This design comes from an exercise in tuning for small area, a short achievable clock period and few clock cycles per item on the open sky130 flow, not from production work. Only simulation tests tie the RTL to the original design; equivalence was not proved.

==> flow/design.v (excerpt) <==
module env_sensor_compensation_unit #(
	parameter int QUEUE_DEPTH = esc_pkg::QUEUE_DEPTH_DEF
) (
	input  logic                           clk,
	input  logic                           arst_n,
	input  logic                           s_tvalid,
	output logic                           s_tready,
	input  logic [esc_pkg::IN_DATA_W-1:0]  s_tdata,
	output logic                           m_tvalid,
	input  logic                           m_tready,
	output logic [esc_pkg::OUT_DATA_W-1:0] m_tdata,
	input  logic                           cfg_we,
	input  logic [esc_pkg::CFG_IDX_W-1:0]  cfg_index,
	input  logic [esc_pkg::CFG_DATA_W-1:0] cfg_wdata
);
Size in the first run: ~13,000 cells after synthesis, ~0.14 mm^2 of cells after synthesis.
Settings: LEC_CHECK=0, ABC_AREA=0, ABC_CLOCK_PERIOD_IN_PS=4000, CAP_MARGIN=70, CORE_MARGIN=2, CORE_UTILIZATION=25, SETUP_SLACK_MARGIN=5, SLEW_MARGIN=80; clock period 12.5 ns.
run.sh (not shown) runs the stock make flow with config.mk's settings and CLKGATE_MAP_FILE= SYNTH_SCRIPT=/design/flow/synth_recipe.tcl, a recipe that flattens the netlist after the stock synthesis.
The starting point passed the timing, DRC and antenna checks.
Testbench counts at the start, summed over its fixed seeds: cycles 11,375, items 768.
Rerun with:
--- a/flow/config.mk
+++ b/flow/config.mk
@@ -9,3 +9,3 @@
 export ABC_CLOCK_PERIOD_IN_PS = 4000
-export CAP_MARGIN = 70
+export CAP_MARGIN = 50
 export CORE_MARGIN = 2
@@ -13,2 +13,2 @@
 export SETUP_SLACK_MARGIN = 5
-export SLEW_MARGIN = 80
+export SLEW_MARGIN = 60
Outcome:
- clock skew came out lower by 0.017 ns
- register-to-register slack is better by 1.3 ns
- maximum frequency goes up by 22%
- worst setup slack gains 1.3 ns
- final area drops by 9.5%
- hold slack is worse by 0.0091 ns
- core utilization shrinks by 3.0 points


Starting RTL as in the previous note.
make LEC_CHECK=0 ABC_AREA=0 ABC_CLOCK_PERIOD_IN_PS=4000 CAP_MARGIN=40 CORE_MARGIN=2 CORE_UTILIZATION=25 SETUP_SLACK_MARGIN=5 SLEW_MARGIN=45 finish   # period 12.5 ns
The starting point finished clean.
Testbench counts at the start, summed over its fixed seeds: cycles 11,375, items 768.
Edit:
Settings changed: CAP_MARGIN 40 to 30, CORE_UTILIZATION 25 to 20, SLEW_MARGIN 45 to 20.
Clock-buffer cell count came out lower by 19. Register-to-register slack got worse by 0.22 ns. Fmax came out lower by a few percent. First-iteration DRC count came out higher by a few percent. Setup slack got worse by 0.22 ns.
Edit:
Settings changed: CORE_UTILIZATION 20 to 25.
Via count is lower by 0.74%.
Die area is lower by about 20%.
Setup slack is better by 0.19 ns.
Wire length is lower by about 0.7%.
Worst hold slack is worse by 0.011 ns.
Register-to-register slack is better by 0.19 ns.


Another version of the RTL of env_sensor_compensation_unit (not shown whole).
Size in the first run: ~14000 cells after synthesis, ~2000 flip-flops, roughly 140000 µm² of cells after synthesis.
==> flow/design.v (excerpt) <==
module env_sensor_compensation_unit #(
	parameter int QUEUE_DEPTH = esc_pkg::QUEUE_DEPTH_DEF
) (
	input  logic                           clk,
	input  logic                           arst_n,
	input  logic                           s_tvalid,
	output logic                           s_tready,
	input  logic [esc_pkg::IN_DATA_W-1:0]  s_tdata,
	output logic                           m_tvalid,
	input  logic                           m_tready,
	output logic [esc_pkg::OUT_DATA_W-1:0] m_tdata,
	input  logic                           cfg_we,
	input  logic [esc_pkg::CFG_IDX_W-1:0]  cfg_index,
	input  logic [esc_pkg::CFG_DATA_W-1:0] cfg_wdata
);
	logic [47:0] cw_t, cw_p13, cw_p46, cw_p79;
	logic [31:0] cw_h13, cw_h46;
	logic [5:0]  cal_v;
	always_ff @(posedge clk) begin
		if (cfg_we) begin
			case (cfg_index)
				3'd0: cw_t   <= cfg_wdata;
				3'd1: cw_p13 <= cfg_wdata;
				3'd2: cw_p46 <= cfg_wdata;
				3'd3: cw_p79 <= cfg_wdata;
				3'd4: cw_h13 <= cfg_wdata[31:0];
				3'd5: cw_h46 <= cfg_wdata[31:0];
				default: ;
			endcase
		end
	end
	always_ff @(posedge clk or negedge arst_n) begin
		if (!arst_n) cal_v <= '0;
		else if (cfg_we && cfg_index < 3'd6) cal_v[cfg_index] <= 1'b1;
	end
	logic [47:0] cal_t, cal_p13, cal_p46, cal_p79;
	logic [31:0] cal_h13, cal_h46;
	assign cal_t   = cw_t   & {48{cal_v[0]}};
	assign cal_p13 = cw_p13 & {48{cal_v[1]}};
	assign cal_p46 = cw_p46 & {48{cal_v[2]}};
	assign cal_p79 = cw_p79 & {48{cal_v[3]}};
	assign cal_h13 = cw_h13 & {32{cal_v[4]}};
	assign cal_h46 = cw_h46 & {32{cal_v[5]}};
	logic [15:0] t1, p1;
	logic signed [15:0] t2, t3, p2, p3, p4, p5, p6, p7, p8, p9, h2;
	logic [7:0] h1, h3;
	logic signed [11:0] h4, h5;
	logic signed [7:0] h6;
	assign t1 = cal_t[15:0];    assign t2 = cal_t[31:16];   assign t3 = cal_t[47:32];
	assign p1 = cal_p13[15:0];  assign p2 = cal_p13[31:16]; assign p3 = cal_p13[47:32];
	assign p4 = cal_p46[15:0];  assign p5 = cal_p46[31:16]; assign p6 = cal_p46[47:32];
	assign p7 = cal_p79[15:0];  assign p8 = cal_p79[31:16]; assign p9 = cal_p79[47:32];
	assign h1 = cal_h13[7:0];   assign h2 = cal_h13[23:8];  assign h3 = cal_h13[31:24];
  ...
clock: 12.5 ns
lec_check: 0
abc_area: 0
abc_clock_period_in_ps: 3000
cap_margin: 30
core_margin: 2
core_utilization: 25
setup_slack_margin: 5
slew_margin: 20
Testbench counts at the start, summed over its fixed seeds: cycles 11,375, items 768.
Change:
Settings changed: ABC_CLOCK_PERIOD_IN_PS 3000 to 4000.
Effect: Final cell count does not change. Fmax stays the same. Count of clock-buffer cells in the layout does not change. Cell area is unchanged. Wire length does not change. Via count stays the same. Core utilization does not change.

## re-timing with driven ports
The results above use ideal ports. As a check the final layouts listed here were re-extracted and re-timed, cells and wires unchanged. Step 1 assumes that a clkbuf_16 drives the clock port and a buf_2 every other input. Step 2 times the ports against the registers' clock, not the clock port: input delays grow and output delays shrink by t, the midpoint of the rising clock arrivals with the driver on. Three values: ideal ports, drivers, drivers and shift; two values: the first two.
| run | shift t [ns] | setup slack, ns | worst slew at a driven data input, ns | cell pins on the clock port's net |
|---|---|---|---|---|
| the first run of note 1 | 1.040 | 5.217 / 5.217 / 5.217 | 0.22 | 1 |
| the second run of note 1 | 1.028 | 6.545 / 6.545 / 6.112 | 0.22 | 1 |
| the first run of note 2 | 1.022 | 6.537 / 6.537 / 6.170 | 0.21 | 1 |
| the second run of note 2 | 1.019 | 6.315 / 6.315 / 5.891 | 0.30 | 1 |
| the third run of note 2 | 1.034 | 6.501 / 6.501 / 6.125 | 0.22 | 1 |
| the first run of note 3 | 1.000 | 6.086 / 6.086 / 6.086 | 0.20 | 1 |
| the second run of note 3 | 1.000 | 6.086 / 6.086 / 6.086 | 0.20 | 1 |
After both steps every run listed still meets setup and hold. The setup slack of the second run of note 1, which loses most, moves by 0.000 ns with the drivers and by -0.433 ns with both steps.
